From an optimization exercise on the open Yosys and OpenROAD flow, aimed at small area, a short achievable clock period and few clock cycles per item; shortcuts taken in it are not production practice.
Only simulation tests tie the RTL to the original design; equivalence was not proved.
Power is estimated from default activity; no workload was simulated.

==> design.v <==
package hkrb_pkg;
   localparam int KEY_SLOTS_DEF   = 16;
   localparam int BLOCK_SLOTS_DEF = 4;
   localparam int REPORT_KEYS     = 6;
   localparam int MODIFIER_COUNT  = 8;
   localparam logic [2:0] FN_PRESS_MOD   = 3'd0;
   localparam logic [2:0] FN_RELEASE_MOD = 3'd1;
   localparam logic [2:0] FN_PRESS_KEY   = 3'd2;
   localparam logic [2:0] FN_RELEASE_KEY = 3'd3;
   localparam logic [2:0] FN_BLOCK       = 3'd4;
   localparam logic [2:0] FN_UNBLOCK     = 3'd5;
   localparam logic [2:0] FN_REPORT      = 3'd6;
   localparam logic [2:0] FN_QUERY       = 3'd7;
   localparam logic [1:0] ERR_OK         = 2'd0;
   localparam logic [1:0] ERR_KEY_FULL   = 2'd1;
   localparam logic [1:0] ERR_BLOCK_FULL = 2'd2;
   localparam logic [1:0] ERR_BAD_HANDLE = 2'd3;
   typedef struct packed {
      logic [7:0]  code;
      logic [7:0]  count;
      logic        reported;
      logic [63:0] act;
   } key_entry_type;
   typedef struct packed {
      logic          en;
      key_entry_type data;
   } key_wr_type;
endpackage
module hkrb_key_mem #(
   parameter int DEPTH = hkrb_pkg::KEY_SLOTS_DEF
) (
   input  logic                        clock,
   input  hkrb_pkg::key_wr_type        wr,
   input  logic [$clog2(DEPTH)-1:0]    wr_addr,
   input  logic [$clog2(DEPTH)-1:0]    rd_addr,
   output hkrb_pkg::key_entry_type     rd_data
);
   localparam int W = $bits(rd_data);
   logic [W-1:0] mem [0:DEPTH-1];
   logic [W-1:0] rd_data_ff;
   always_ff @(posedge clock) begin
      if (wr.en) begin
         mem[wr_addr] <= wr.data;
      end
      rd_data_ff <= mem[rd_addr];
   end
   assign rd_data = rd_data_ff;
endmodule
module hid_keyboard_report_builder #(
   parameter int KEY_SLOTS   = hkrb_pkg::KEY_SLOTS_DEF,
   parameter int BLOCK_SLOTS = hkrb_pkg::BLOCK_SLOTS_DEF
) (
   input  logic        clock,
   input  logic        reset,
   input  logic        start,
   output logic        busy,
   input  logic [2:0]  req_func,
   input  logic [2:0]  req_modifier_index,
   input  logic [7:0]  req_keycode,
   input  logic [63:0] req_timestamp,
   input  logic [1:0]  req_block_handle,
   output logic        rsp_valid,
   output logic        rsp_has_report,
   output logic [7:0]  rsp_modifier_bits,
   output logic [7:0]  rsp_key_slot0,
   output logic [7:0]  rsp_key_slot1,
   output logic [7:0]  rsp_key_slot2,
   output logic [7:0]  rsp_key_slot3,
   output logic [7:0]  rsp_key_slot4,
   output logic [7:0]  rsp_key_slot5,
   output logic [1:0]  rsp_handle_out,
   output logic [1:0]  rsp_error_code
);
   localparam int K  = KEY_SLOTS;
   localparam int B  = BLOCK_SLOTS;
   localparam int NM = hkrb_pkg::MODIFIER_COUNT;
   localparam int NR = hkrb_pkg::REPORT_KEYS;
   localparam int RW = (B > 1) ? $clog2(B) : 1;
   localparam int NG = 4;                 
   localparam int GS = K / NG;            
   function automatic logic le64(input logic [63:0] a, input logic [63:0] b);
      logic [63:0] lt, eq;
      lt = ~a & b;
      eq = ~(a ^ b);
      for (int w = 1; w < 64; w = w * 2)
         for (int i = 0; i + w < 64; i = i + 2 * w) begin
            lt[i] = lt[i+w] | (eq[i+w] & lt[i]);
            eq[i] = eq[i+w] & eq[i];
         end
      le64 = lt[0] | eq[0];
   endfunction
   function automatic logic [1:0] fa(input logic a, input logic b, input logic c);
      fa = {(a & b) | (a & c) | (b & c), a ^ b ^ c};
   endfunction
   function automatic logic [3:0] pc15(input logic [14:0] x);
      logic [1:0] p0, p1, p2, p3, p4, q0, q1, r0, r1, r2, u;
      p0 = fa(x[0], x[1], x[2]);
      p1 = fa(x[3], x[4], x[5]);
      p2 = fa(x[6], x[7], x[8]);
      p3 = fa(x[9], x[10], x[11]);
      p4 = fa(x[12], x[13], x[14]);
      q0 = fa(p0[0], p1[0], p2[0]);
      q1 = fa(p3[0], p4[0], q0[0]);
      r0 = fa(p0[1], p1[1], p2[1]);
      r1 = fa(p3[1], p4[1], q0[1]);
      r2 = fa(r0[0], r1[0], q1[1]);
      u  = fa(r0[1], r1[1], r2[1]);
      pc15 = {u[1], u[0], r2[0], q1[0]};
   endfunction
   logic [7:0]   mod_cnt_ff [NM];
   logic [K-1:0] kv_ff;                  
   logic [7:0]   kcode_ff [K];
   logic [7:0]   kcnt_ff  [K];
   logic [K-1:0] kcz_ff;                 
   logic [K-1:0] krep_ff;
   logic [63:0]  kact_ff  [K];
   logic [K-1:0] kvis_ff;                
   logic         older_ff [K][K];        
   logic [B-1:0] bv_ff;
   logic [63:0]  btime_ff [B];
   logic [RW-1:0] brank_ff [B];
   logic [B-1:0] brank0_ff;              
   logic         last_empty_ff;
   logic         sw_act_ff;              
   logic [1:0]   sw_grp_ff;              
   logic         rep_pend_ff;            
   logic         q_v;
   logic [2:0]   q_func, q_mi;
   logic [7:0]   q_kc;
   logic [63:0]  q_ts;
   logic [1:0]   q_bh;
   logic         rsp_valid_ff, rsp_report_ff;
   logic [K-1:0] placed_ff;              
   logic [2:0]   pos_ff [K];             
   logic [1:0]   rsp_handle_ff, rsp_err_ff;
   logic rep_wait, acc, ex;
   assign rep_wait = rep_pend_ff || (q_v && q_func == hkrb_pkg::FN_REPORT);
   assign busy     = rep_wait && sw_act_ff;
   assign acc      = start && !reset && !busy;
   assign ex       = q_v && !reset;
   logic f_pmod, f_rmod, f_pkey, f_rkey, f_blk, f_ublk, f_rep;
   assign f_pmod    = ex && q_func == hkrb_pkg::FN_PRESS_MOD;
   assign f_rmod    = ex && q_func == hkrb_pkg::FN_RELEASE_MOD;
   assign f_pkey    = ex && q_func == hkrb_pkg::FN_PRESS_KEY;
   assign f_rkey    = ex && q_func == hkrb_pkg::FN_RELEASE_KEY;
   assign f_blk     = ex && q_func == hkrb_pkg::FN_BLOCK;
   assign f_ublk    = ex && q_func == hkrb_pkg::FN_UNBLOCK;
   assign f_rep     = rep_wait && !sw_act_ff && !reset;
   logic f_other;
   assign f_other   = ex && q_func != hkrb_pkg::FN_REPORT;
   logic [7:0] mod_nz;
   always_comb
      for (int m = 0; m < NM; m++) mod_nz[m] = (mod_cnt_ff[m] != 8'd0);
   logic [7:0] mod_sel, mod_new;
   assign mod_sel = mod_cnt_ff[q_mi];
   always_comb begin
      mod_new = mod_sel;
      if (f_pmod && mod_sel != 8'hFF) mod_new = mod_sel + 8'd1;
      if (f_rmod && mod_sel != 8'h00) mod_new = mod_sel - 8'd1;
   end
   logic [K-1:0] match, free_first, rel_rm;
   logic         hit, full;
   logic [7:0]   cnt_sel, cnt_inc, cnt_dec;
   always_comb begin
      cnt_sel = '0;
      for (int i = 0; i < K; i++) begin
         match[i]  = kv_ff[i] && (kcode_ff[i] == q_kc);
         rel_rm[i] = match[i] && krep_ff[i] && kcnt_ff[i][7:1] == 7'd0;
         if (match[i]) cnt_sel = cnt_sel | kcnt_ff[i];
      end
      hit  = |match;
      full = &kv_ff;
      free_first = '0;
      for (int i = K - 1; i >= 0; i--)
         if (!kv_ff[i]) free_first = K'(1) << i;
   end
   assign cnt_inc = (cnt_sel != 8'hFF) ? cnt_sel + 8'd1 : cnt_sel;
   assign cnt_dec = (cnt_sel != 8'h00) ? cnt_sel - 8'd1 : cnt_sel;
   logic ins;
   assign ins = f_pkey && !hit && !full;
   logic [B-1:0] bfree_first, brank0, brank1, bhnd;
   logic         bany_free;
   logic [RW-1:0] bactive_n, hnd_rank;
   logic         hnd_ok, blocked;
   logic [63:0]  lim_cur;
   always_comb begin
      bfree_first = '0;
      bany_free   = 1'b0;
      bactive_n   = '0;
      lim_cur     = '0;
      hnd_rank    = '0;
      for (int s = 0; s < B; s++) begin
         if (!bv_ff[s] && !bany_free) begin
            bfree_first[s] = 1'b1;
            bany_free      = 1'b1;
         end
         if (bv_ff[s]) bactive_n = bactive_n + RW'(1);
         brank0[s] = brank0_ff[s];
         brank1[s] = bv_ff[s] && brank_ff[s] == RW'(1);
         bhnd[s]   = bv_ff[s] && 2'(s) == q_bh;
         if (brank0[s]) lim_cur = lim_cur | btime_ff[s];
         if (bhnd[s])   hnd_rank = hnd_rank | brank_ff[s];
      end
      blocked = |brank0;
      hnd_ok  = |bhnd;
   end
   logic lim_chg, lim_blocked;
   always_comb begin
      lim_chg     = 1'b0;
      lim_blocked = 1'b1;
      if (f_blk && !blocked) lim_chg = 1'b1;
      if (f_ublk && hnd_ok && hnd_rank == RW'(0)) begin
         lim_chg     = 1'b1;
         lim_blocked = |brank1;
      end
   end
   logic vis_ins;
   assign vis_ins = !blocked || le64(q_ts, lim_cur);
   logic [GS-1:0] sw_vis;
   logic [63:0]   sw_act [GS];
   always_comb begin
      for (int c = 0; c < GS; c++) begin
         sw_act[c] = '0;
         for (int g = 0; g < NG; g++)
            if (sw_grp_ff == 2'(g)) sw_act[c] = sw_act[c] | kact_ff[g*GS+c];
         sw_vis[c] = le64(sw_act[c], lim_cur);
      end
   end
   logic [K-1:0] purge, cand, reached, placed, purged;
   logic [3:0]   nbef [K];
   logic [14:0]  older_c [K];
   always_comb begin
      for (int i = 0; i < K; i++) begin
         purge[i] = kv_ff[i] && krep_ff[i] && kcz_ff[i];
         cand[i]  = kv_ff[i] && !(krep_ff[i] && kcz_ff[i]) && kvis_ff[i];
      end
      for (int i = 0; i < K; i++) begin
         for (int j = 0; j < K; j++) begin
            if (j < i) older_c[i][j]   = older_ff[j][i] && cand[j];
            if (j > i) older_c[i][j-1] = !older_ff[i][j] && cand[j];
         end
         nbef[i]    = pc15(older_c[i]);
         reached[i] = nbef[i] < 4'(NR);
         placed[i]  = f_rep && reached[i] && cand[i];
         purged[i]  = f_rep && reached[i] && purge[i];
      end
   end
   always_ff @(posedge clock) begin
      q_v    <= acc;
      q_func <= req_func;
      q_mi   <= req_modifier_index;
      q_kc   <= req_keycode;
      q_ts   <= req_timestamp;
      q_bh   <= req_block_handle;
      rep_pend_ff  <= busy;
      rsp_valid_ff <= f_other || f_rep;
      placed_ff <= placed;
      for (int i = 0; i < K; i++) pos_ff[i] <= nbef[i][2:0];
      if (f_other || f_rep) begin
         rsp_report_ff <= f_rep;
         rsp_handle_ff <= '0;
         rsp_err_ff    <= hkrb_pkg::ERR_OK;
         if (f_pkey && !hit && full) rsp_err_ff <= hkrb_pkg::ERR_KEY_FULL;
         if (f_blk) begin
            if (!bany_free) rsp_err_ff <= hkrb_pkg::ERR_BLOCK_FULL;
            for (int s = 0; s < B; s++)
               if (bfree_first[s]) rsp_handle_ff <= 2'(s);
         end
         if (f_ublk && !hnd_ok) rsp_err_ff <= hkrb_pkg::ERR_BAD_HANDLE;
      end
      if (f_pmod || f_rmod) mod_cnt_ff[q_mi] <= mod_new;
      if (sw_act_ff) begin
         sw_grp_ff <= sw_grp_ff + 2'd1;
         if (sw_grp_ff == 2'(NG - 1)) sw_act_ff <= 1'b0;
      end
      if (lim_chg) begin
         sw_act_ff <= lim_blocked;
         sw_grp_ff <= 2'd0;
      end
      for (int i = 0; i < K; i++) begin
         if (sw_act_ff && sw_grp_ff == 2'(i / GS)) kvis_ff[i] <= sw_vis[i % GS];
         if (lim_chg && !lim_blocked) kvis_ff[i] <= 1'b1;
         if (free_first[i]) begin
            kcode_ff[i] <= q_kc;
            kact_ff[i]  <= q_ts;
            kcnt_ff[i]  <= 8'd1;
            kcz_ff[i]   <= 1'b0;
            krep_ff[i]  <= 1'b0;
            kvis_ff[i]  <= vis_ins;
         end
         if (ins && free_first[i]) kv_ff[i] <= 1'b1;
         if (match[i] && f_pkey) begin
            kcnt_ff[i] <= cnt_inc;
            kcz_ff[i]  <= 1'b0;
         end
         if (match[i] && f_rkey) begin
            kcnt_ff[i] <= cnt_dec;
            kcz_ff[i]  <= kcnt_ff[i][7:1] == 7'd0;
            if (rel_rm[i]) kv_ff[i] <= 1'b0;
         end
         if (placed[i]) krep_ff[i] <= 1'b1;
         if (purged[i]) kv_ff[i] <= 1'b0;
         for (int j = i + 1; j < K; j++) begin
            if (free_first[i]) older_ff[i][j] <= 1'b0;
            if (free_first[j]) older_ff[i][j] <= 1'b1;
         end
      end
      if (f_rep) last_empty_ff <= !(|mod_nz || |cand);
      if (f_blk && !blocked) brank0_ff <= bfree_first;
      if (f_ublk && hnd_ok && hnd_rank == RW'(0)) brank0_ff <= brank1;
      if (f_blk) begin
         for (int s = 0; s < B; s++)
            if (bfree_first[s]) begin
               bv_ff[s]    <= 1'b1;
               btime_ff[s] <= q_ts;
               brank_ff[s] <= bactive_n;
            end
      end
      if (f_ublk && hnd_ok) begin
         for (int s = 0; s < B; s++) begin
            if (bhnd[s]) bv_ff[s] <= 1'b0;
            else if (bv_ff[s] && brank_ff[s] > hnd_rank) brank_ff[s] <= brank_ff[s] - RW'(1);
         end
      end
      if (reset) begin
         rsp_valid_ff  <= 1'b0;
         rep_pend_ff   <= 1'b0;
         q_v           <= 1'b0;
         sw_act_ff     <= 1'b0;
         kv_ff         <= '0;
         bv_ff         <= '0;
         brank0_ff     <= '0;
         last_empty_ff <= 1'b1;
         for (int m = 0; m < NM; m++) mod_cnt_ff[m] <= 8'd0;
      end
   end
   logic [7:0] slot [NR];
   always_comb begin
      for (int k = 0; k < NR; k++) begin
         slot[k] = '0;
         for (int i = 0; i < K; i++)
            if (placed_ff[i] && pos_ff[i] == 3'(k)) slot[k] = slot[k] | kcode_ff[i];
      end
   end
   assign rsp_valid         = rsp_valid_ff;
   assign rsp_has_report    = !last_empty_ff || |mod_nz || |kv_ff;
   assign rsp_modifier_bits = rsp_report_ff ? mod_nz : 8'd0;
   assign rsp_key_slot0     = slot[0];
   assign rsp_key_slot1     = slot[1];
   assign rsp_key_slot2     = slot[2];
   assign rsp_key_slot3     = slot[3];
   assign rsp_key_slot4     = slot[4];
   assign rsp_key_slot5     = slot[5];
   assign rsp_handle_out    = rsp_handle_ff;
   assign rsp_error_code    = rsp_err_ff;
endmodule
==> run.sh <==
#!/bin/bash
# synth_recipe.tcl (not shown) runs the flow's synth.tcl, then flattens the netlist and writes it again
# the make line also repeats each setting of config.mk as NAME=value (left out here)
make -C /OpenROAD-flow-scripts/flow DESIGN_CONFIG=/design/flow/config.mk WORK_HOME=/design/flow/orfs CLKGATE_MAP_FILE= SYNTH_SCRIPT=/design/flow/synth_recipe.tcl finish
==> config.mk <==
export PLATFORM = sky130hd
export DESIGN_NAME = hid_keyboard_report_builder
export DESIGN_NICKNAME = hid_keyboard_report_builder
export VERILOG_FILES = /design/flow/design.v
export SDC_FILE = /design/flow/constraint.sdc
export NUM_CORES = 4
export LEC_CHECK = 0
export CAP_MARGIN = 20
export CORE_MARGIN = 2
export CORE_UTILIZATION = 60
export CTS_BUF_LIST = sky130_fd_sc_hd__clkbuf_4 sky130_fd_sc_hd__clkbuf_8
export PLACE_DENSITY = 0.7
export SETUP_SLACK_MARGIN = 3.5
export SLEW_MARGIN = 20
==> constraint.sdc <==
create_clock -name core_clock -period 7.5 [get_ports {clock}]
set_input_delay 1.5000 -clock core_clock [delete_from_list [all_inputs] [get_ports {clock}]]
set_output_delay 1.5000 -clock core_clock [all_outputs]
set_load 0.01 [all_outputs]
==> results of run 1 <==
-- per-layer routing --
metal / up-vias / part of all wire [%] / track usage [%]
met3: 1674 / 13 / 12.1
met4: 30 / 7.9 / 24.4
li1: 27600 / - / -
met5: - / 0.14 / 0.383
met2: 5491 / 44 / 62.9
met1: 33500 / 35 / 52.2
-- stage by stage --
| step | total power, mW | area (µm²) | util [%] | std cells | worst slack, ps |
|---|---|---|---|---|---|
| after floorplan | 15.1 | 89000 | - | 6742 | 3230 |
| after global placement | 16.5 | 92600 | 62.8 | 8559 | 1720 |
| after CTS | 27.0 | 106000 | 71.8 | 9433 | 3060 |
| after global routing | 28.4 | 110000 | 74.8 | 9706 | 2940 |
| final | 27.5 | 110000 | 74.8 | 9710 | 2920 |
| after detailed placement | 16.5 | 92600 | 62.9 | 8561 | 1710 |
-- kinds of logic (layout without fill, tap and decap cells) --
family	count (synthesis)	in the layout	share of synthesized area [%]
compound gates	1643	1643	14.7
fa+ha+maj	522	522	8.84
other cells	0	6	0
buf+inv	771	1803	3.53
mux	42	42	0.644
flops	1956	1956	61.8
simple gates	1666	1666	9.08
xor+xnor	142	142	1.40
-- power by group through the flow --
stage	combinational (mW)	sequential, mW	clock, mW
6_report	5.95	11.9	9.65
5_1_grt	6.31	11.9	10.2
4_1_cts	5.42	11.9	9.67
3_5_place_dp	4.43	12.1	0
3_3_place_gp	4.37	12.1	0
2_1_floorplan	3.00	12.1	0
-- registers in the layout, summed over array words and instances, names as in the netlist, 3 cells and up --
signal / count
btime_ff: 256
q_kc: 8
brank0_ff: 4
mod_cnt_ff: 64
bv_ff: 4
q_mi: 3
kv_ff: 16
pos_ff: 48
kcode_ff: 128
kact_ff: 1024
kcnt_ff: 128
q_ts: 64
brank_ff: 8
older_ff: 120
kcz_ff: 16
q_func: 3
placed_ff: 16
krep_ff: 16
kvis_ff: 16
-- cell usage after synthesis, drive strengths merged, types with 14 or more instances --
cell     number
a22oi       133
buf         166
ha          346
xnor2        50
clkbuf      259
fa          176
nor2b        23
nand2       527
edfxtp     1573
a21oi       138
a21o        105
and2         88
mux2i        20
a211oi      103
nand4       169
nor4         65
nand3        66
inv         346
a22o        477
dfxtp       383
xor2         92
and3         33
o2111ai      14
a221oi      460
nor2        424
o21ai       109
nand2b      108
nor3        110
a31oi        23
-- what timing repair did --
item,4_1_cts,5_1_grt
setup endpoints to repair,552,532
gates resized for setup,1094,455
gates cloned,17,9
buffers inserted,293,262
pin swaps,286,251
-- worst paths after layout --
path | cells after the start | start | to | slack (ps)
setup / recovery | 7 | pos_ff[0][0] | rsp_key_slot4[6] | 2920
hold / removal | 1 | krep_ff[10] | kv_ff[10] | 430
setup reg to reg | 17 | sw_grp_ff[0] | kvis_ff[2] | 3160
hold reg to reg | 1 | krep_ff[10] | kv_ff[10] | 430
-- critical path: cells and delay by family (launching register included) --
kind | cells | cell delay, ps
simple gates | 3 | 780
buf+inv | 2 | 480
compound gates | 2 | 420
flops | 1 | 350
-- cell type report --
type	count	area [µm²]
Clock buffer	486	5960
Tap cell	1930	2410
Multi-Input combinational cell	4015	35600
Sequential cell	1956	55200
Timing Repair Buffer	893	9080
Antenna cell	6	15.0
Fill cell	9041	37100
Timing Repair inverter	2	12.5
Clock inverter	76	606
Inverter	346	1350
==> run summary, run 1 <==
minimum clock period 4580 ps; weighted congestion reported at the end of routability-driven placement 1.11; worst max-slew margin expressed relative to the limit 19.3%; Hold/Removal Path Class reg -> reg; Synth Register Bits 1956; clock-pin transition on the worst setup and hold timing paths 60 ps; number of enable-type register cells in the synthesized netlist 1573; # Max-Cap Violations 0; HPWL after detailed placement 187 mm; cell with the biggest individual delay on the critical path sky130_fd_sc_hd__nand4_1; worst supply voltage drop on vdd 0.241 mV; DRC violation count after routing 0; number of violations reported at the end of detailed-routing iteration 0 9804; Least-Margin Pin Slew 1200 ps; maximum number of pins on one net before global-route repair 74; kind of critical path reg -> out; Die Area 151000 µm²; number of hold violations in the final report 0; antenna violations before repair 18; part of the total power dissipated in combinational logic 21.7%; commonest cells after routing, fill and taps aside sky130_fd_sc_hd__edfxtp_1, sky130_fd_sc_hd__buf_4, sky130_fd_sc_hd__nand2_1, sky130_fd_sc_hd__a22o_1, sky130_fd_sc_hd__clkbuf_8; unrepaired setup endpoints after global routing yes; width of the chip 389 µm; accumulated negative setup slack 0 ps; minimum hold slack 435 ps; Net Sw Power 7.82 mW; row count 141; number of nets in the layout 8146; critical path fanouts, max 5; result of the run finished clean; cell count after synthesis 6742; count of different cell masters after synthesis 93; internal power 19.7 mW; total iterations of the first detailed-routing run 12; Worst setup SP type flop; pwr/cell area 249 nW/µm²; Post-Synthesis Net Count 7347; switching portion of total power 28.5%; Routed Wire Length 325 mm; Mean Syn Cell Area 13.2 µm²; max-slew violations 0; Avg WL per Cell 33.5 µm; vias in the first global route 65100; clock tree buffer depth 4; CTS HTree Levels 5; signed area change from the synthesized netlist to the final layout 24.1%; required time at the worst-slack endpoint 6000 ps; Reg power frac 43.2%; share of the synthesized area in the top cell type 53.2%; most common cell after layout, fill and taps aside sky130_fd_sc_hd__edfxtp_1; share of the clock period used by the worst path after layout 61.0%; part of the total power dissipated in the clock network 35.1%; maximum clock skew at final layout 98.1 ps; initial core utilization 60.3%; cell-by-cell listing of the critical path nand2b_4, buf_12, nor2_4, a22o_1, a221oi_2, nand4_1, buf_2; Clk Tree Root Cell sky130_fd_sc_hd__clkbuf_8; share of synthesized area occupied by flip-flops and latches 61.8%; arrival time at the worst endpoint 3080 ps; clock tree from TritonCTS built; GRT Util Overall 41.1%; average vias per placed instance 7.03; antenna violation net count after detailed routing 0; Floorplan Core Area 147000 µm²; global route overflow 0; total clock buffers created by CTS 327; Setup crit end kind primary output; Static Leakage 41.9 nW; Most used DFF post-synth sky130_fd_sc_hd__edfxtp_1; clk sinks 1956; FFs w/ async S/R, synth 0%; largest cells by area after synthesis sky130_fd_sc_hd__edfxtp_1, sky130_fd_sc_hd__dfxtp_1, sky130_fd_sc_hd__ha_1, sky130_fd_sc_hd__a22o_1, sky130_fd_sc_hd__a221oi_1; total of buffers placed on input and output ports 145; count of yosys warnings during synthesis 12; max incr delay on CP 480 ps; vias 68300; chip height 389 µm; number of endpoints failing setup at the final stage 0; latest clock arrival within the worst-skew pair 1070 ps; count of hold-fix buffers inserted at cts 0; max frequency 218 MHz; total standard cell area after synthesis 88800 µm²; global-route wire length before repair 449 mm; cell type with the largest total area after synthesis sky130_fd_sc_hd__edfxtp_1; ratio of cells with drive above 1 in the final layout 29.5%; ports placed on the boundary 146
Testbench counts, summed over its fixed seeds: cycles 4,898, items 4,800.
==> inputs of run 2 (changes only) <==
--- a/config.mk
+++ b/config.mk
@@ -7,8 +7,7 @@
 export LEC_CHECK = 0
 export CAP_MARGIN = 20
 export CORE_MARGIN = 2
-export CORE_UTILIZATION = 60
-export CTS_BUF_LIST = sky130_fd_sc_hd__clkbuf_4 sky130_fd_sc_hd__clkbuf_8
-export PLACE_DENSITY = 0.7
+export CORE_UTILIZATION = 45
+export PLACE_DENSITY = 0.6
 export SETUP_SLACK_MARGIN = 3.5
 export SLEW_MARGIN = 20
==> run summary, run 2 <==
cell count after synthesis 6742 (unchanged); GRT Util Overall 31.8% (-9.4 points); ports placed on the boundary 146 (unchanged); vias in the first global route 63100 (-3.0%); required time at the worst-slack endpoint 8070 ps (+2070 ps); clock-pin transition on the worst setup and hold timing paths 60 ps (about the same); maximum number of pins on one net before global-route repair 94 (+27%); total clock buffers created by CTS 206 (-37%); count of yosys warnings during synthesis 12 (unchanged); clk sinks 1956 (unchanged); clock tree buffer depth 3 (-1); signed area change from the synthesized netlist to the final layout 24.1% (about the same); CTS HTree Levels 4 (-1); result of the run finished clean; FFs w/ async S/R, synth 0% (unchanged); HPWL after detailed placement 199 mm (+6.3%); worst max-slew margin expressed relative to the limit 27.1% (+7.8 points); total of buffers placed on input and output ports 145 (unchanged); critical path fanouts, max 9 (+4); share of the clock period used by the worst path after layout 58.2% (-2.9 points); minimum clock period 4360 ps (-217 ps); weighted congestion reported at the end of routability-driven placement 1.02 (-7.5%); total standard cell area after synthesis 88800 µm² (unchanged); row count 163 (+16%); DRC violation count after routing 0 (unchanged); clock tree from TritonCTS built; global-route wire length before repair 458 mm (+2.0%); Seq. cell area 55200 µm² (about the same); Routed Wire Length 327 mm (+0.69%); number of violations reported at the end of detailed-routing iteration 0 7959 (-19%); Floorplan Core Area 197000 µm² (+34%); commonest cells after routing, fill and taps aside sky130_fd_sc_hd__edfxtp_1, sky130_fd_sc_hd__buf_4, sky130_fd_sc_hd__nand2_1, sky130_fd_sc_hd__a22o_1, sky130_fd_sc_hd__nor2_1; Avg WL per Cell 32.0 µm (-4.3%); cell types with the highest counts after synthesis sky130_fd_sc_hd__edfxtp_1, sky130_fd_sc_hd__nand2_1, sky130_fd_sc_hd__a22o_1, sky130_fd_sc_hd__a221oi_1, sky130_fd_sc_hd__nor2_1; # Max-Cap Violations 0 (unchanged); number of endpoints failing setup at the final stage 0 (unchanged); buffers and inverters on the worst path 3 (+1); max incr delay on CP 610 ps (+130 ps); crit-path most repeated cell sky130_fd_sc_hd__o21ai_4; kind of critical path reg -> reg; arrival time at the worst endpoint 4930 ps (+1850 ps); number of hold violations in the final report 0 (unchanged); worst supply voltage drop on vdd 0.213 mV (-12%); antenna violations before repair 10 (-8); count of hold-fix buffers inserted at cts 0 (unchanged); cell type with the largest total area after synthesis sky130_fd_sc_hd__edfxtp_1; max FFs per register 1024 (unchanged); Clk Tree Root Cell sky130_fd_sc_hd__clkbuf_16; Static Leakage 41.4 nW (-1.3%); unrepaired setup endpoints after global routing yes; cell with the biggest individual delay on the critical path sky130_fd_sc_hd__o211ai_1; Post-Synthesis Net Count 7347 (unchanged); Most used DFF post-synth sky130_fd_sc_hd__edfxtp_1; antenna violation net count after detailed routing 0 (unchanged); share of synthesized area occupied by flip-flops and latches 61.8% (unchanged); gate family responsible for the most delay along the worst path compound AO/OA/AOI/OAI gates; register with the most flip-flops kact_ff; Die Area 201000 µm² (+33%); minimum hold slack 421 ps (-13.7 ps); max frequency 229 MHz (+5.0%); total iterations of the first detailed-routing run 6 (-6); vias 65200 (-4.5%); count of different cell masters after synthesis 93 (unchanged); accumulated negative setup slack 0 ps (unchanged); Mean Syn Cell Area 13.2 µm² (unchanged); latest clock arrival within the worst-skew pair 910 ps (-160 ps); Filler Cells Inserted 15800 (+74%); share of the synthesized area in the top cell type 53.2% (unchanged); chip height 448 µm (+15%); max-slew violations 0 (unchanged); Worst setup SP type flop; most frequent cell after synthesis sky130_fd_sc_hd__edfxtp_1; Least-Margin Pin Slew 1090 ps (-105 ps); number of enable-type register cells in the synthesized netlist 1573 (unchanged); Hold/Removal Path Class reg -> reg; ratio of cells with drive above 1 in the final layout 26.0% (-3.5 points); Synth Register Bits 1956 (unchanged); Setup crit end kind flop; initial core utilization 45.1% (-15 points); width of the chip 448 µm (+15%); global route overflow 0 (unchanged); pwr/cell area 254 nW/µm² (+1.9%); cell-by-cell listing of the critical path inv_4, ha_4, buf_12, buf_6, a22o_1, a221oi_2, ha_1, and3_4, a21oi_2, o21ai_2, o41a_1, o211ai_1, a41oi_4, o21ai_4, a31o_4, o21ai_4; Largest regs kact_ff x1024, btime_ff x256; average vias per placed instance 6.38 (-9.3%); most common cell after layout, fill and taps aside sky130_fd_sc_hd__edfxtp_1; largest cells by area after synthesis sky130_fd_sc_hd__edfxtp_1, sky130_fd_sc_hd__dfxtp_1, sky130_fd_sc_hd__ha_1, sky130_fd_sc_hd__a22o_1, sky130_fd_sc_hd__a221oi_1; maximum clock skew at final layout 75.6 ps (-22.5 ps); number of nets in the layout 8000 (-1.8%); multi-input combinational cell area 35000 µm² (-1.7%)
## run 2: per-layer routing
layer  GRT usage (%)  wire length, µm  vias to the layer above
met3            6.40            30200                     1002
met4            15.9            20000                        6
met5               0              128                        -
met1            42.2           128000                    33000
li1                -                -                    27300
met2            49.7           149000                     3818
## run 2: area by class of cell
type                    count  area share (%)
flip-flops and latches   1956            50.0
multi-input cells        4015            31.7
repair buffers            869            7.83
clock buffers             279            5.12
well taps                2640            3.00
inverters                 346            1.25
clock inverters           110            1.03
repair inverters            1         0.00681
diodes                      2         0.00454
## run 2: path summary, 6_finish.rpt
path	from	to	slack, ps	depth (start not counted)
max	sw_grp_ff[1]	kvis_ff[2]	3140	16
min	krep_ff[6]	kv_ff[6]	420	1
min reg2reg	krep_ff[6]	kv_ff[6]	420	1
max reg2reg	sw_grp_ff[1]	kvis_ff[2]	3140	16
## run 2: per-stage QoR
| step | power, mW | cells | cell area, µm² | utilization (%) | worst slack [ps] |
|---|---|---|---|---|---|
| after detailed placement | 16.7 | 9298 | 93800 | 47.6 | 1190 |
| after CTS | 27.8 | 9997 | 107000 | 54.2 | 2970 |
| after global routing | 29.0 | 10200 | 110000 | 56.0 | 3120 |
| final | 28.0 | 10200 | 110000 | 56.0 | 3140 |
| after global placement | 16.6 | 9293 | 93700 | 47.6 | 687 |
| after floorplan | 15.1 | 6742 | 89000 | - | 3230 |
## run 2: worst reg2reg max path, delay by kind of cell (launching register included)
kind / cells / cell delay [ps]
compound gates: 10 / 2680
simple gates: 1 / 190
fa+ha+maj: 2 / 490
flops: 1 / 390
buf+inv: 3 / 350
## run 2: logic make-up after synthesis
kind of cell               share of synthesized area, %
AOI/OAI and AO/OA                                  14.7
adders and majority gates                          8.84
xor gates and xnor gates                           1.40
muxes                                             0.644
buffers and inverters                              3.53
and+or+nand+nor                                    9.08
DFF                                                61.8
## run 2: repair_timing
item / 4_1_cts / 5_1_grt
pin swaps: 260 / 210
setup buffers: 296 / 216
cloned: 14 / 3
setup endpoints to repair: 510 / 495
resized for setup: 965 / 440
## run 2: report_power, final
| part | switching, mW | internal (mW) |
|---|---|---|
| Clock | 4.49 | 5.73 |
| Combinational | 3.39 | 2.55 |
| Sequential | 0.120 | 11.7 |
==> inputs of run 3 (changes only) <==
--- a/design.v
+++ b/design.v
@@ -108,6 +108,7 @@
       pc15 = {u[1], u[0], r2[0], q1[0]};
    endfunction
    logic [7:0]   mod_cnt_ff [NM];
+   logic [NM-1:0] mod_nz_ff;             
    logic [K-1:0] kv_ff;                  
    logic [7:0]   kcode_ff [K];
    logic [7:0]   kcnt_ff  [K];
@@ -121,8 +122,8 @@
    logic [RW-1:0] brank_ff [B];
    logic [B-1:0] brank0_ff;              
    logic         last_empty_ff;
-   logic         sw_act_ff;              
-   logic [1:0]   sw_grp_ff;              
+   logic [NG-1:0] sw_pend_ff;            
+   logic [NG-1:0] sw_grp_ff;             
    logic         rep_pend_ff;            
    logic         q_v;
    logic [2:0]   q_func, q_mi;
@@ -133,9 +134,18 @@
    logic [K-1:0] placed_ff;              
    logic [2:0]   pos_ff [K];             
    logic [1:0]   rsp_handle_ff, rsp_err_ff;
+   logic         o_valid, o_has;
+   logic [7:0]   o_mods;
+   logic [7:0]   o_keys [NR];
+   logic [1:0]   o_handle, o_err;
    logic rep_wait, acc, ex;
    assign rep_wait = rep_pend_ff || (q_v && q_func == hkrb_pkg::FN_REPORT);
-   assign busy     = rep_wait && sw_act_ff;
+   logic [NG-1:0] sw_gv;
+   logic          sw_act;
+   always_comb
+      for (int g = 0; g < NG; g++) sw_gv[g] = |kv_ff[g*GS +: GS];
+   assign sw_act   = |(sw_pend_ff & sw_gv);
+   assign busy     = rep_wait && sw_act;
    assign acc      = start && !reset && !busy;
    assign ex       = q_v && !reset;
    logic f_pmod, f_rmod, f_pkey, f_rkey, f_blk, f_ublk, f_rep;
@@ -145,12 +155,11 @@
    assign f_rkey    = ex && q_func == hkrb_pkg::FN_RELEASE_KEY;
    assign f_blk     = ex && q_func == hkrb_pkg::FN_BLOCK;
    assign f_ublk    = ex && q_func == hkrb_pkg::FN_UNBLOCK;
-   assign f_rep     = rep_wait && !sw_act_ff && !reset;
+   assign f_rep     = rep_wait && !sw_act && !reset;
    logic f_other;
    assign f_other   = ex && q_func != hkrb_pkg::FN_REPORT;
    logic [7:0] mod_nz;
-   always_comb
-      for (int m = 0; m < NM; m++) mod_nz[m] = (mod_cnt_ff[m] != 8'd0);
+   assign mod_nz = mod_nz_ff;
    logic [7:0] mod_sel, mod_new;
    assign mod_sel = mod_cnt_ff[q_mi];
    always_comb begin
@@ -217,13 +226,13 @@
    logic vis_ins;
    assign vis_ins = !blocked || le64(q_ts, lim_cur);
    logic [GS-1:0] sw_vis;
-   logic [63:0]   sw_act [GS];
+   logic [63:0]   sw_opd [GS];
    always_comb begin
       for (int c = 0; c < GS; c++) begin
-         sw_act[c] = '0;
+         sw_opd[c] = '0;
          for (int g = 0; g < NG; g++)
-            if (sw_grp_ff == 2'(g)) sw_act[c] = sw_act[c] | kact_ff[g*GS+c];
-         sw_vis[c] = le64(sw_act[c], lim_cur);
+            if (sw_grp_ff[g]) sw_opd[c] = sw_opd[c] | kact_ff[g*GS+c];
+         sw_vis[c] = le64(sw_opd[c], lim_cur);
       end
    end
    logic [K-1:0] purge, cand, reached, placed, purged;
@@ -268,17 +277,18 @@
          end
          if (f_ublk && !hnd_ok) rsp_err_ff <= hkrb_pkg::ERR_BAD_HANDLE;
       end
-      if (f_pmod || f_rmod) mod_cnt_ff[q_mi] <= mod_new;
-      if (sw_act_ff) begin
-         sw_grp_ff <= sw_grp_ff + 2'd1;
-         if (sw_grp_ff == 2'(NG - 1)) sw_act_ff <= 1'b0;
+      if (f_pmod || f_rmod) begin
+         mod_cnt_ff[q_mi] <= mod_new;
+         mod_nz_ff[q_mi]  <= f_pmod || mod_sel[7:1] != 7'd0;
       end
+      sw_pend_ff <= sw_pend_ff & ~sw_grp_ff;
+      sw_grp_ff  <= sw_grp_ff << 1;
       if (lim_chg) begin
-         sw_act_ff <= lim_blocked;
-         sw_grp_ff <= 2'd0;
+         sw_pend_ff <= lim_blocked ? '1 : '0;
+         sw_grp_ff  <= lim_blocked ? NG'(1) : '0;
       end
       for (int i = 0; i < K; i++) begin
-         if (sw_act_ff && sw_grp_ff == 2'(i / GS)) kvis_ff[i] <= sw_vis[i % GS];
+         if (sw_grp_ff[i / GS]) kvis_ff[i] <= sw_vis[i % GS];
          if (lim_chg && !lim_blocked) kvis_ff[i] <= 1'b1;
          if (free_first[i]) begin
             kcode_ff[i] <= q_kc;
@@ -326,12 +336,14 @@
          rsp_valid_ff  <= 1'b0;
          rep_pend_ff   <= 1'b0;
          q_v           <= 1'b0;
-         sw_act_ff     <= 1'b0;
+         sw_pend_ff    <= '0;
+         sw_grp_ff     <= '0;
          kv_ff         <= '0;
          bv_ff         <= '0;
          brank0_ff     <= '0;
          last_empty_ff <= 1'b1;
          for (int m = 0; m < NM; m++) mod_cnt_ff[m] <= 8'd0;
+         mod_nz_ff     <= '0;
       end
    end
    logic [7:0] slot [NR];
@@ -342,15 +354,23 @@
             if (placed_ff[i] && pos_ff[i] == 3'(k)) slot[k] = slot[k] | kcode_ff[i];
       end
    end
-   assign rsp_valid         = rsp_valid_ff;
-   assign rsp_has_report    = !last_empty_ff || |mod_nz || |kv_ff;
-   assign rsp_modifier_bits = rsp_report_ff ? mod_nz : 8'd0;
-   assign rsp_key_slot0     = slot[0];
-   assign rsp_key_slot1     = slot[1];
-   assign rsp_key_slot2     = slot[2];
-   assign rsp_key_slot3     = slot[3];
-   assign rsp_key_slot4     = slot[4];
-   assign rsp_key_slot5     = slot[5];
-   assign rsp_handle_out    = rsp_handle_ff;
-   assign rsp_error_code    = rsp_err_ff;
+   always_ff @(posedge clock) begin
+      o_valid  <= rsp_valid_ff && !reset;
+      o_has    <= !last_empty_ff || |mod_nz || |kv_ff;
+      o_mods   <= rsp_report_ff ? mod_nz : 8'd0;
+      for (int k = 0; k < NR; k++) o_keys[k] <= slot[k];
+      o_handle <= rsp_handle_ff;
+      o_err    <= rsp_err_ff;
+   end
+   assign rsp_valid         = o_valid;
+   assign rsp_has_report    = o_has;
+   assign rsp_modifier_bits = o_mods;
+   assign rsp_key_slot0     = o_keys[0];
+   assign rsp_key_slot1     = o_keys[1];
+   assign rsp_key_slot2     = o_keys[2];
+   assign rsp_key_slot3     = o_keys[3];
+   assign rsp_key_slot4     = o_keys[4];
+   assign rsp_key_slot5     = o_keys[5];
+   assign rsp_handle_out    = o_handle;
+   assign rsp_error_code    = o_err;
 endmodule
==> run summary, run 3 <==
Hold/Removal Path Class reg -> reg; Clk Tree Root Cell sky130_fd_sc_hd__clkbuf_16; latest clock arrival within the worst-skew pair 920 ps (about the same); average vias per placed instance 6.42 (+0.60%); Setup crit end kind flop; number of endpoints failing setup at the final stage 0 (unchanged); FFs w/ async S/R, synth 0% (unchanged); Non-Filler Instances 10100 (-0.79%); Post-Synth Adder-Cell Area 8.64% (-0.20 points); total clock buffers created by CTS 206 (unchanged); Die Area 205000 µm² (+2.1%); Worst setup SP type flop; total power draw 24.3 mW (-13%); total standard cell area after synthesis 90700 µm² (+2.1%); global route overflow 0 (unchanged); number of violations reported at the end of detailed-routing iteration 0 8461 (+6.3%); worst setup slack after layout 3170 ps (+28.3 ps); # Max-Cap Violations 0 (unchanged); DRC violation count after routing 0 (unchanged); maximum number of pins on one net before global-route repair 99 (+5.3%); vias in the first global route 63800 (+1.1%); count of different cell masters after synthesis 104 (+12%); count of yosys warnings during synthesis 13 (+1); Routed Wire Length 332 mm (+1.6%); cell type with the largest total area after synthesis sky130_fd_sc_hd__edfxtp_1; arrival time at the worst endpoint 5120 ps (+190 ps); most common cell after layout, fill and taps aside sky130_fd_sc_hd__edfxtp_1; largest cells by area after synthesis sky130_fd_sc_hd__edfxtp_1, sky130_fd_sc_hd__dfxtp_1, sky130_fd_sc_hd__ha_1, sky130_fd_sc_hd__a22o_1, sky130_fd_sc_hd__a221oi_1; Post-Synthesis Net Count 7428 (+1.1%); required time at the worst-slack endpoint 8280 ps (+210 ps); CTS HTree Levels 4 (unchanged); initial core utilization 45.3% (+0.21 points); main combinational cell family by area after synthesis compound AO/OA/AOI/OAI gates; total of buffers placed on input and output ports 145 (unchanged); worst reg-to-reg path cell count 16 (unchanged); xor/xnor share of the synthesized area 1.35% (-0.049 points); antenna violation net count after detailed routing 0 (unchanged); number of enable-type register cells in the synthesized netlist 1573 (unchanged); critical path endpoint krep_ff[8]; unrepaired setup endpoints after global routing yes; Reg-to-Reg End krep_ff[8]; cell count after synthesis 6824 (+1.2%); share of the clock period used by the worst path after layout 57.8% (-0.38 points); critical path fanouts, max 4 (-5); signed area change from the synthesized netlist to the final layout 20.2%; Critical R2R Launch kvis_ff[5]; HPWL after detailed placement 202 mm (+1.4%); register with the most flip-flops kact_ff; area fraction in compound gates after synthesis 14.5% (-0.15 points); most frequent cell after synthesis sky130_fd_sc_hd__edfxtp_1; global-route wire length before repair 468 mm (+2.2%); pwr/cell area 223 nW/µm² (-12%); max frequency 231 MHz (+0.65%); worst supply voltage drop on vdd 0.254 mV (+19%); row count 164 (+0.61%); slack of the worst reg-to-reg path 3170 ps (+30 ps); Avg WL per Cell 32.8 µm (+2.4%); maximum clock skew at final layout 96.7 ps (+21.1 ps); vias 65100 (-0.19%); GRT Util Overall 31.7% (-0.085 points); worst max-slew margin expressed relative to the limit 3.95% (-23 points); antenna violations before repair 15 (+5); Synth Register Bits 2031 (+3.8%); minimum clock period 4330 ps (-28.3 ps); cell types with the highest counts after synthesis sky130_fd_sc_hd__edfxtp_1, sky130_fd_sc_hd__nand2_1, sky130_fd_sc_hd__a22o_1, sky130_fd_sc_hd__dfxtp_1, sky130_fd_sc_hd__a221oi_1; multiplexer fraction of the synthesized cell area 0.946% (+0.30 points); width of the chip 453 µm (+1.1%); weighted congestion reported at the end of routability-driven placement 1.04 (+1.9%); ratio of cells with drive above 1 in the final layout 19.5% (-6.5 points); Least-Margin Pin Slew 1440 ps (+343 ps); share of the synthesized area in the top cell type 52.1% (-1.1 points); clk sinks 2031 (+3.8%); clock tree from TritonCTS built; max FFs per register 1024 (unchanged); worst slack at placement 1660 ps (+473 ps); count of hold-fix buffers inserted at cts 0 (unchanged); Floorplan Core Area 200000 µm² (+1.7%); result of the run finished clean; share of synthesized area occupied by flip-flops and latches 62.2% (+0.36 points); total iterations of the first detailed-routing run 10 (+4); Static Leakage 39.9 nW (-3.6%); ports placed on the boundary 146 (unchanged); Most used DFF post-synth sky130_fd_sc_hd__edfxtp_1; clock tree buffer depth 3 (unchanged); kind of critical path reg -> reg; commonest cells after routing, fill and taps aside sky130_fd_sc_hd__edfxtp_1, sky130_fd_sc_hd__nand2_1, sky130_fd_sc_hd__a22o_1, sky130_fd_sc_hd__a221oi_1, sky130_fd_sc_hd__dfxtp_1; number of nets in the layout 7893 (-1.3%); Mean Syn Cell Area 13.3 µm² (+0.91%); Largest regs kact_ff x1024, btime_ff x256; clock-pin transition on the worst setup and hold timing paths 60 ps (about the same); synthesized-area fraction occupied by and/or/nand/nor cells 8.82% (-0.26 points); launch point of the critical path kvis_ff[5]; number of hold violations in the final report 0 (unchanged); chip height 453 µm (+1.1%); accumulated negative setup slack 0 ps (unchanged); Cells after DPL 9369 (+0.76%); max-slew violations 0 (unchanged)
-- run 3: cell types whose count changed in the layout (fill, tap and decap cells not counted), moves of 39 or more --
cell                              before  now
sky130_fd_sc_hd__a221oi_1            274  427
sky130_fd_sc_hd__a221oi_2            181   27
sky130_fd_sc_hd__buf_4               496  406
sky130_fd_sc_hd__buf_6               129   42
sky130_fd_sc_hd__clkdlybuf4s50_1      94  143
sky130_fd_sc_hd__dfxtp_1             287  427
sky130_fd_sc_hd__nand2b_4             44    1
sky130_fd_sc_hd__nor2_1              342  285
sky130_fd_sc_hd__xor2_1               89   50
-- run 3: through the flow --
| stage | util (%) | hold WS, ps | instance area (µm²) |
|---|---|---|---|
| 3_3_place_gp | 47.6 | 331 | 95300 |
| 6_report | 54.5 | 344 | 109000 |
| 5_1_grt | 54.5 | 359 | 109000 |
| 2_1_floorplan | - | 323 | 90900 |
| 3_5_place_dp | 47.7 | 334 | 95400 |
| 4_1_cts | 53.4 | 351 | 107000 |
-- run 3: worst min-delay path by stage --
stage                     startpoint     endpoint  cells after the start  slack, ps
finish                 rsp_err_ff[1]     o_err[1]                      0        340
global route           rsp_err_ff[1]     o_err[1]                      0        360
CTS                    rsp_err_ff[1]     o_err[1]                      0        350
detailed placement  rsp_handle_ff[1]  o_handle[1]                      0        330
global placement    rsp_handle_ff[1]  o_handle[1]                      0        330
floorplan              rsp_err_ff[0]     o_err[0]                      0        320
-- run 3: layout make-up --
type,instances,area (µm²)
multi-input cells,4024,33600
repair inverters,1,7.51
clock buffers,278,5730
clock inverters,112,1560
well taps,2656,3320
repair buffers,681,6920
inverters,344,1390
flip-flops and latches,2031,56500
fillers,16300,91000
diodes,10,25.0
-- run 3: worst max-delay path, stage by stage (launching register included) --
cell                       delay (ps)
sky130_fd_sc_hd__edfxtp_1         540
sky130_fd_sc_hd__and3_4           300
sky130_fd_sc_hd__buf_6            120
sky130_fd_sc_hd__buf_6            100
sky130_fd_sc_hd__and2_4           150
sky130_fd_sc_hd__fa_1             560
sky130_fd_sc_hd__inv_2             60
sky130_fd_sc_hd__fa_2             540
sky130_fd_sc_hd__inv_2             40
sky130_fd_sc_hd__fa_2             330
sky130_fd_sc_hd__fa_2             340
sky130_fd_sc_hd__inv_2             70
sky130_fd_sc_hd__fa_2             450
sky130_fd_sc_hd__o21ai_4          240
sky130_fd_sc_hd__buf_4            150
sky130_fd_sc_hd__nor3_2            40
sky130_fd_sc_hd__a21o_1           190
-- run 3: repair_timing --
item	in CTS	in global routing
gates resized for setup	356	328
endpoints found under the hold margin	0	0
pin swaps	96	146
setup endpoints to repair	580	381
gates cloned	19	6
setup buffers	260	82
-- run 3: routing by layer --
layer	up-vias	track usage (%)	routed length [µm]
met5	-	0.700	266
met4	16	15.1	20100
met3	1132	7.96	31100
met2	3758	49.8	152000
met1	33000	40.9	129000
li1	27200	-	-
-- run 3: logic make-up after synthesis --
logic type      Yosys count
xor+xnor                140
compound gates         1662
fa+ha+maj               521
buf+inv                 770
flops                  2031
simple gates           1627
mux                      73
-- run 3: power breakdown --
group / total [mW] / switching (mW) / internal (mW)
Sequential: 12.2 / 0.0931 / 12.2
Clock: 10.9 / 4.63 / 6.28
Combinational: 1.17 / 0.716 / 0.454
Total: 24.3 / 5.44 / 18.9
Testbench counts of run 3, summed over its fixed seeds: cycles 4,885, items 4,800.
==> inputs of run 4 (changes only) <==
--- a/design.v
+++ b/design.v
@@ -116,6 +116,7 @@
    logic [K-1:0] krep_ff;
    logic [63:0]  kact_ff  [K];
    logic [K-1:0] kvis_ff;                
+   logic [K-1:0] cand_ff;                
    logic         older_ff [K][K];        
    logic [B-1:0] bv_ff;
    logic [63:0]  btime_ff [B];
@@ -241,7 +242,7 @@
    always_comb begin
       for (int i = 0; i < K; i++) begin
          purge[i] = kv_ff[i] && krep_ff[i] && kcz_ff[i];
-         cand[i]  = kv_ff[i] && !(krep_ff[i] && kcz_ff[i]) && kvis_ff[i];
+         cand[i]  = cand_ff[i];
       end
       for (int i = 0; i < K; i++) begin
          for (int j = 0; j < K; j++) begin
@@ -254,6 +255,31 @@
          purged[i]  = f_rep && reached[i] && purge[i];
       end
    end
+   logic [K-1:0] n_kv, n_krep, n_kcz, n_kvis;
+   always_comb begin
+      for (int i = 0; i < K; i++) begin
+         n_kv[i]   = kv_ff[i];
+         n_krep[i] = krep_ff[i];
+         n_kcz[i]  = kcz_ff[i];
+         n_kvis[i] = kvis_ff[i];
+         if (sw_grp_ff[i / GS]) n_kvis[i] = sw_vis[i % GS];
+         if (lim_chg && !lim_blocked) n_kvis[i] = 1'b1;
+         if (free_first[i]) begin
+            n_kcz[i]  = 1'b0;
+            n_krep[i] = 1'b0;
+            n_kvis[i] = vis_ins;
+         end
+         if (ins && free_first[i]) n_kv[i] = 1'b1;
+         if (match[i] && f_pkey) n_kcz[i] = 1'b0;
+         if (match[i] && f_rkey) begin
+            n_kcz[i] = kcnt_ff[i][7:1] == 7'd0;
+            if (rel_rm[i]) n_kv[i] = 1'b0;
+         end
+         if (placed[i]) n_krep[i] = 1'b1;
+         if (purged[i]) n_kv[i] = 1'b0;
+         if (reset) n_kv[i] = 1'b0;
+      end
+   end
    always_ff @(posedge clock) begin
       q_v    <= acc;
       q_func <= req_func;
@@ -288,28 +314,18 @@
          sw_grp_ff  <= lim_blocked ? NG'(1) : '0;
       end
       for (int i = 0; i < K; i++) begin
-         if (sw_grp_ff[i / GS]) kvis_ff[i] <= sw_vis[i % GS];
-         if (lim_chg && !lim_blocked) kvis_ff[i] <= 1'b1;
          if (free_first[i]) begin
             kcode_ff[i] <= q_kc;
             kact_ff[i]  <= q_ts;
             kcnt_ff[i]  <= 8'd1;
-            kcz_ff[i]   <= 1'b0;
-            krep_ff[i]  <= 1'b0;
-            kvis_ff[i]  <= vis_ins;
-         end
-         if (ins && free_first[i]) kv_ff[i] <= 1'b1;
-         if (match[i] && f_pkey) begin
-            kcnt_ff[i] <= cnt_inc;
-            kcz_ff[i]  <= 1'b0;
-         end
-         if (match[i] && f_rkey) begin
-            kcnt_ff[i] <= cnt_dec;
-            kcz_ff[i]  <= kcnt_ff[i][7:1] == 7'd0;
-            if (rel_rm[i]) kv_ff[i] <= 1'b0;
          end
-         if (placed[i]) krep_ff[i] <= 1'b1;
-         if (purged[i]) kv_ff[i] <= 1'b0;
+         if (match[i] && f_pkey) kcnt_ff[i] <= cnt_inc;
+         if (match[i] && f_rkey) kcnt_ff[i] <= cnt_dec;
+         kv_ff[i]   <= n_kv[i];
+         krep_ff[i] <= n_krep[i];
+         kcz_ff[i]  <= n_kcz[i];
+         kvis_ff[i] <= n_kvis[i];
+         cand_ff[i] <= n_kv[i] && n_kvis[i] && !(n_krep[i] && n_kcz[i]);
          for (int j = i + 1; j < K; j++) begin
             if (free_first[i]) older_ff[i][j] <= 1'b0;
             if (free_first[j]) older_ff[i][j] <= 1'b1;
@@ -338,7 +354,6 @@
          q_v           <= 1'b0;
          sw_pend_ff    <= '0;
          sw_grp_ff     <= '0;
-         kv_ff         <= '0;
          bv_ff         <= '0;
          brank0_ff     <= '0;
          last_empty_ff <= 1'b1;
==> run summary, run 4 <==
critical path fanouts, max 8 (+4); Routed Wire Length 346 mm (+4.1%); critical path endpoint cand_ff[7]; initial core utilization 45.1% (-0.22 points); GRT Util Overall 32.5% (+0.81 points); register with the most flip-flops kact_ff; total of buffers placed on input and output ports 145 (unchanged); Post-Synthesis Net Count 7633 (+2.8%); required time at the worst-slack endpoint 8340 ps (+60 ps); vias 66500 (+2.2%); Least-Margin Pin Slew 1300 ps (-139 ps); number of hold violations in the final report 0 (unchanged); ports placed on the boundary 146 (unchanged); clock-pin transition on the worst setup and hold timing paths 60 ps (about the same); ratio of cells with drive above 1 in the final layout 18.3% (-1.3 points); HPWL after detailed placement 216 mm (+7.2%); cell count after synthesis 7029 (+3.0%); total iterations of the first detailed-routing run 8 (-2); Floorplan Core Area 204000 µm² (+1.9%); kind of critical path reg -> reg; max FFs per register 1024 (unchanged); number of enable-type register cells in the synthesized netlist 1541 (-2.0%); Mean Syn Cell Area 13.1 µm² (-1.5%); count of hold-fix buffers inserted at cts 0 (unchanged); count of yosys warnings during synthesis 13 (unchanged); width of the chip 456 µm (+0.72%); clk sinks 2047 (+0.79%); most common cell after layout, fill and taps aside sky130_fd_sc_hd__edfxtp_1; worst supply voltage drop on vdd 0.266 mV (+4.8%); antenna violation net count after detailed routing 0 (unchanged); Filler Cells Inserted 16900 (+3.7%); cell type with the largest total area after synthesis sky130_fd_sc_hd__edfxtp_1; Avg WL per Cell 33.5 µm (+2.3%); result of the run finished clean; Setup crit end kind flop; number of nets in the layout 8034 (+1.8%); largest cells by area after synthesis sky130_fd_sc_hd__edfxtp_1, sky130_fd_sc_hd__dfxtp_1, sky130_fd_sc_hd__a22o_1, sky130_fd_sc_hd__ha_1, sky130_fd_sc_hd__a221oi_1; row count 166 (+1.2%); Largest regs kact_ff x1024, btime_ff x256; most frequent cell after synthesis sky130_fd_sc_hd__edfxtp_1; weighted congestion reported at the end of routability-driven placement 1.05 (+0.33%); maximum number of pins on one net before global-route repair 67 (-32%); Die Area 208000 µm² (+1.4%); Critical R2R Launch cand_ff[4]; Reg-to-Reg End cand_ff[7]; launch point of the critical path cand_ff[4]; cell types with the highest counts after synthesis sky130_fd_sc_hd__edfxtp_1, sky130_fd_sc_hd__nand2_1, sky130_fd_sc_hd__dfxtp_1, sky130_fd_sc_hd__a22o_1, sky130_fd_sc_hd__a221oi_1; signed area change from the synthesized netlist to the final layout 18.8%; Worst setup SP type flop; Hold/Removal Path Class reg -> reg; total clock buffers created by CTS 216 (+4.9%); average vias per placed instance 6.45 (+0.44%); antenna violations before repair 17 (+2); latest clock arrival within the worst-skew pair 910 ps (about the same); share of synthesized area occupied by flip-flops and latches 61.3% (-0.89 points); clock tree from TritonCTS built; chip height 456 µm (+0.72%); vias in the first global route 64400 (+0.92%); share of the clock period used by the worst path after layout 56.3% (-1.4 points); Clk Tree Root Cell sky130_fd_sc_hd__clkbuf_16; Most used DFF post-synth sky130_fd_sc_hd__edfxtp_1; number of endpoints failing setup at the final stage 0 (unchanged); number of violations reported at the end of detailed-routing iteration 0 8929 (+5.5%); # Max-Cap Violations 0 (unchanged); maximum clock skew at final layout 75.3 ps (-21.4 ps); unrepaired setup endpoints after global routing yes; max frequency 237 MHz (+2.5%); worst max-slew margin expressed relative to the limit 13.5% (+9.5 points); global route overflow 0 (unchanged); minimum clock period 4230 ps (-107 ps); arrival time at the worst endpoint 5070 ps (-50 ps); share of the synthesized area in the top cell type 50.3% (-1.8 points); count of different cell masters after synthesis 102 (-1.9%); slack of the worst reg-to-reg path 3270 ps (+110 ps); max-slew violations 0 (unchanged); worst reg-to-reg path cell count 17 (+1); clock tree buffer depth 3 (unchanged); accumulated negative setup slack 0 ps (unchanged); pwr/cell area 222 nW/µm² (-0.30%); global-route wire length before repair 486 mm (+3.8%); DRC violation count after routing 0 (unchanged); CTS HTree Levels 4 (unchanged); commonest cells after routing, fill and taps aside sky130_fd_sc_hd__edfxtp_1, sky130_fd_sc_hd__nand2_1, sky130_fd_sc_hd__a22o_1, sky130_fd_sc_hd__dfxtp_1, sky130_fd_sc_hd__a221oi_1; total power draw 24.3 mW (about the same); Static Leakage 39.9 nW (about the same); Synth Register Bits 2047 (+0.79%); total standard cell area after synthesis 92000 µm² (+1.5%); startpoint of the most critical hold path rsp_handle_ff[0]; FFs w/ async S/R, synth 0% (unchanged)
-- run 4: through the flow --
stage / hold slack, ps / cell area, µm² / setup slack, ps / util [%] / instances
final: 341 / 109000 / 3270 / 53.6 / 10300
after global routing: 355 / 109000 / 3200 / 53.6 / 10300
after CTS: 350 / 108000 / 3290 / 52.8 / 10200
after detailed placement: 335 / 97200 / 1470 / 47.6 / 9649
after global placement: 337 / 97100 / 1540 / 47.6 / 9647
after floorplan: 323 / 92200 / 3500 / - / 7029
-- run 4: metal layers --
layer | GRT usage, % | wire length [µm] | part of all wire [%]
met2 | 49.9 | 155000 | 45
met3 | 7.27 | 33200 | 9.6
met1 | 42.8 | 135000 | 39
met5 | 0 | 71 | 0.021
met4 | 17.8 | 22600 | 6.5
-- run 4: worst min-delay path by stage --
stage,to,slack (ps),depth (start not counted)
after floorplan,o_err[0],320,0
after global placement,o_err[1],340,0
after detailed placement,o_handle[0],340,0
after CTS,o_handle[0],350,0
after global routing,o_err[1],350,0
final,o_handle[0],340,0
-- run 4: critical path, stage by stage (launching register included) --
cell and delay, ps:
sky130_fd_sc_hd__dfxtp_4 410, sky130_fd_sc_hd__buf_12 170, sky130_fd_sc_hd__and2_1 170, sky130_fd_sc_hd__fa_1 510
sky130_fd_sc_hd__inv_2 40, sky130_fd_sc_hd__fa_2 560, sky130_fd_sc_hd__inv_1 50, sky130_fd_sc_hd__fa_2 340
sky130_fd_sc_hd__fa_2 340, sky130_fd_sc_hd__inv_2 60, sky130_fd_sc_hd__fa_1 410, sky130_fd_sc_hd__inv_1 80
sky130_fd_sc_hd__nand2_1 50, sky130_fd_sc_hd__and3_4 230, sky130_fd_sc_hd__nand3_2 80, sky130_fd_sc_hd__nand2_2 60
sky130_fd_sc_hd__a211oi_4 370, sky130_fd_sc_hd__and3_1 220
-- run 4: timing repair --
action                     4_1_cts  5_1_grt
gates resized for setup        382      209
pin swaps                      120      121
cloned                           6        4
setup endpoints to repair      511      369
buffers inserted               156       84
-- run 4: cell type report --
class | instances | area (µm²) | area share, %
clock buffer | 304 | 6100 | 5.58
multi-input combinational | 4196 | 34500 | 31.5
inverter | 350 | 1380 | 1.26
clock inverter | 106 | 1380 | 1.26
sequential | 2047 | 56500 | 51.7
tap | 2688 | 3360 | 3.07
antenna | 6 | 15.0 | 0.0137
timing repair buffer | 619 | 6120 | 5.60
-- run 4: logic make-up (layout without fill, tap and decap cells) --
| logic type | Yosys count | after routing | share of synthesized area, % |
|---|---|---|---|
| other cells | 0 | 6 | 0 |
| xor+xnor | 146 | 146 | 1.41 |
| fa+ha+maj | 521 | 521 | 8.52 |
| buf+inv | 787 | 1379 | 3.55 |
| mux | 61 | 61 | 0.851 |
| simple gates | 1706 | 1707 | 9.26 |
| flops | 2047 | 2047 | 61.3 |
| compound gates | 1761 | 1761 | 15.1 |
-- run 4: power by group --
part / leakage, nW / switching [mW] / internal (mW)
combinational: 18.3 / 0.458 / 0.289
sequential: 17.9 / 0.134 / 12.2
clock: 3.65 / 4.65 / 6.59
Testbench counts of run 4, summed over its fixed seeds: cycles 4,885, items 4,800.
==> inputs of run 5 (changes only) <==
--- a/config.mk
+++ b/config.mk
@@ -9,5 +9,5 @@
 export CORE_MARGIN = 2
 export CORE_UTILIZATION = 45
 export PLACE_DENSITY = 0.6
-export SETUP_SLACK_MARGIN = 3.5
+export SETUP_SLACK_MARGIN = 3.2
 export SLEW_MARGIN = 20
==> run summary, run 5 <==
number of nets in the layout 7931 (-1.3%); FFs w/ async S/R, synth 0% (unchanged); Filler Cells Inserted 17100 (+0.63%); share of the clock period used by the worst path after layout 59.0% (+2.6 points); max FFs per register 1024 (unchanged); cell types with the highest counts after synthesis sky130_fd_sc_hd__edfxtp_1, sky130_fd_sc_hd__nand2_1, sky130_fd_sc_hd__dfxtp_1, sky130_fd_sc_hd__a22o_1, sky130_fd_sc_hd__a221oi_1; vias in the first global route 63200 (-1.8%); final design utilization 52.7% (-0.93 points); DRC violation count after routing 0 (unchanged); maximum number of pins on one net before global-route repair 105 (+57%); Hold/Removal Path Class reg -> reg; unrepaired setup endpoints after global routing yes; number of endpoints failing setup at the final stage 0 (unchanged); clk sinks 2047 (unchanged); minimum clock period 4420 ps (+195 ps); register with the most flip-flops kact_ff; worst reg-to-reg path cell count 17 (unchanged); ratio of cells with drive above 1 in the final layout 15.7% (-2.5 points); clock tree buffer depth 3 (unchanged); Worst setup SP type flop; part of the total power dissipated in the clock network 45.6% (-0.6 points); width of the chip 456 µm (unchanged); Post-Synthesis Net Count 7633 (unchanged); accumulated negative setup slack 0 ps (unchanged); global-route wire length before repair 470 mm (-3.2%); most frequent cell after synthesis sky130_fd_sc_hd__edfxtp_1; ports placed on the boundary 146 (unchanged); total of buffers placed on input and output ports 145 (unchanged); initial core utilization 45.1% (unchanged); number of enable-type register cells in the synthesized netlist 1541 (unchanged); slack of the worst reg-to-reg path 3080 ps (-200 ps); Critical R2R Launch cand_ff[6]; Mean Syn Cell Area 13.1 µm² (unchanged); Die Area 208000 µm² (unchanged); # Max-Cap Violations 0 (unchanged); average vias per placed instance 6.38 (-1.1%); largest cells by area after synthesis sky130_fd_sc_hd__edfxtp_1, sky130_fd_sc_hd__dfxtp_1, sky130_fd_sc_hd__a22o_1, sky130_fd_sc_hd__ha_1, sky130_fd_sc_hd__a221oi_1; count of yosys warnings during synthesis 13 (unchanged); Routed Wire Length 335 mm (-3.1%); launch point of the critical path cand_ff[6]; count of different cell masters after synthesis 102 (unchanged); Synth Register Bits 2047 (unchanged); weighted congestion reported at the end of routability-driven placement 0.962 (-8.0%); Largest regs kact_ff x1024, btime_ff x256; antenna violations before repair 5 (-12); Clk Tree Root Cell sky130_fd_sc_hd__clkbuf_16; cell type with the largest total area after synthesis sky130_fd_sc_hd__edfxtp_1; result of the run finished clean; worst supply voltage drop on vdd 0.260 mV (-2.3%); antenna violation net count after detailed routing 0 (unchanged); CTS HTree Levels 4 (unchanged); HPWL after detailed placement 215 mm (-0.81%); cell count after synthesis 7029 (unchanged); switching portion of total power 22.1% (+0.57 points); latest clock arrival within the worst-skew pair 900 ps (about the same); required time at the worst-slack endpoint 8320 ps (-20 ps); multi-input combinational cell area 33900 µm² (-1.8%); Least-Margin Pin Slew 1240 ps (-58.8 ps); Floorplan Core Area 204000 µm² (unchanged); number of violations reported at the end of detailed-routing iteration 0 7379 (-17%); global route overflow 0 (unchanged); share of the synthesized area in the top cell type 50.3% (unchanged); Net Sw Power 5.32 mW (+1.5%); Reg power frac 51.2% (+0.5 points); total clock buffers created by CTS 213 (-1.4%); max frequency 226 MHz (-4.4%); part of the total power dissipated in combinational logic 3.2% (about the same); Seq. cell area 56500 µm² (about the same); share of synthesized area occupied by flip-flops and latches 61.3% (unchanged); Static Leakage 39.0 nW (-2.3%); clock-pin transition on the worst setup and hold timing paths 60 ps (about the same); vias 65100 (-2.1%); arrival time at the worst endpoint 5240 ps (+170 ps); chip height 456 µm (unchanged); kind of critical path reg -> reg; most common cell after layout, fill and taps aside sky130_fd_sc_hd__edfxtp_1; commonest cells after routing, fill and taps aside sky130_fd_sc_hd__edfxtp_1, sky130_fd_sc_hd__nand2_1, sky130_fd_sc_hd__a22o_1, sky130_fd_sc_hd__dfxtp_1, sky130_fd_sc_hd__a221oi_1; worst max-slew margin expressed relative to the limit 17.0% (+3.6 points); count of hold-fix buffers inserted at cts 0 (unchanged); pwr/cell area 224 nW/µm² (+0.61%); Most used DFF post-synth sky130_fd_sc_hd__edfxtp_1; max-slew violations 0 (unchanged); maximum clock skew at final layout 53.7 ps (-21.6 ps); Setup crit end kind flop; signed area change from the synthesized netlist to the final layout 16.8%; total iterations of the first detailed-routing run 7 (-1); number of hold violations in the final report 0 (unchanged); clock tree from TritonCTS built; internal power 18.7 mW (-1.8%); GRT Util Overall 31.2% (-1.3 points); total standard cell area after synthesis 92000 µm² (unchanged); critical path endpoint cand_ff[3]; Reg-to-Reg End cand_ff[3]; Avg WL per Cell 32.8 µm (-2.1%); row count 166 (unchanged); critical path fanouts, max 5 (-3)
run 5: critical path, cell delays in order, from the launching register on:
cell and delay [ps]:
sky130_fd_sc_hd__dfxtp_4 370, sky130_fd_sc_hd__buf_8 130, sky130_fd_sc_hd__nor2b_4 120, sky130_fd_sc_hd__fa_1 520, sky130_fd_sc_hd__inv_2 60, sky130_fd_sc_hd__fa_1 560
sky130_fd_sc_hd__inv_2 50, sky130_fd_sc_hd__fa_2 390, sky130_fd_sc_hd__fa_2 370, sky130_fd_sc_hd__inv_2 60, sky130_fd_sc_hd__fa_1 420, sky130_fd_sc_hd__inv_2 100
sky130_fd_sc_hd__nand2_2 40, sky130_fd_sc_hd__and3_4 200, sky130_fd_sc_hd__a31o_4 230, sky130_fd_sc_hd__a211oi_2 260, sky130_fd_sc_hd__a21bo_4 280, sky130_fd_sc_hd__a211oi_2 180
run 5: final cells by class:
cell class	count	area share (%)
antenna	1	0.00233
clock buffer	274	5.39
clock inverter	133	1.43
inverter	350	1.29
multi-input combinational	4196	31.5
sequential	2047	52.6
tap	2688	3.13
timing repair buffer	519	4.70
run 5: power by group through the flow:
stage	clock network (mW)	registers (mW)	logic, mW
global placement	0	12.6	0.656
floorplan	0	12.5	0.347
detailed placement	0	12.6	0.667
finish	11.0	12.3	0.771
CTS	11.1	12.3	0.726
global route	11.6	12.3	0.820
run 5: cells by family (layout without fill, tap and decap cells):
| group | count (synthesis) | in the layout | share of synthesized area [%] |
|---|---|---|---|
| compound gates | 1761 | 1761 | 15.1 |
| xor+xnor | 146 | 146 | 1.41 |
| fa+ha+maj | 521 | 521 | 8.52 |
| buf+inv | 787 | 1276 | 3.55 |
| flops | 2047 | 2047 | 61.3 |
| mux | 61 | 61 | 0.851 |
| other cells | 0 | 1 | 0 |
| simple gates | 1706 | 1707 | 9.26 |
run 5: worst min-delay path by stage:
stage / endpoint / startpoint / depth (start not counted)
detailed placement: o_err[0] / rsp_err_ff[0] / 0
global route: o_err[0] / rsp_err_ff[0] / 0
CTS: o_err[0] / rsp_err_ff[0] / 0
floorplan: o_err[0] / rsp_err_ff[0] / 0
global placement: o_err[1] / rsp_err_ff[1] / 0
finish: o_err[0] / rsp_err_ff[0] / 0
run 5: stage by stage:
stage	setup WS [ps]	instances	total power, mW	instance area [µm²]	hold slack, ps
detailed placement	1900	9649	13.2	97100	329
global placement	1180	9646	13.2	97000	328
global route	2990	10200	24.7	107000	357
floorplan	3170	7029	12.9	92100	323
finish	3080	10200	24.1	107000	337
CTS	3050	10100	24.2	106000	339
run 5: routing by layer:
layer,wire length [µm],up-vias,GRT usage [%],part of all wire [%]
met3,25800,868,4.81,7.7
li1,-,27700,-,-
met5,13,-,0,0.0039
met1,135000,33100,41.7,40
met2,156000,3418,50.3,47
met4,18300,2,14.2,5.5
run 5: repair_timing:
item,4_1_cts,5_1_grt
setup buffers,73,74
cloned,1,3
pin swaps,31,109
gates resized for setup,184,234
endpoints found under the setup margin,283,183

Check on run 5: ideal ports give 3.079 ns setup slack; a clkbuf_16 on the clock port and buf_2 on the inputs give 3.079 ns; moving port delays by the midpoint clock arrival (0.971 ns) as well gives 2.400 ns.
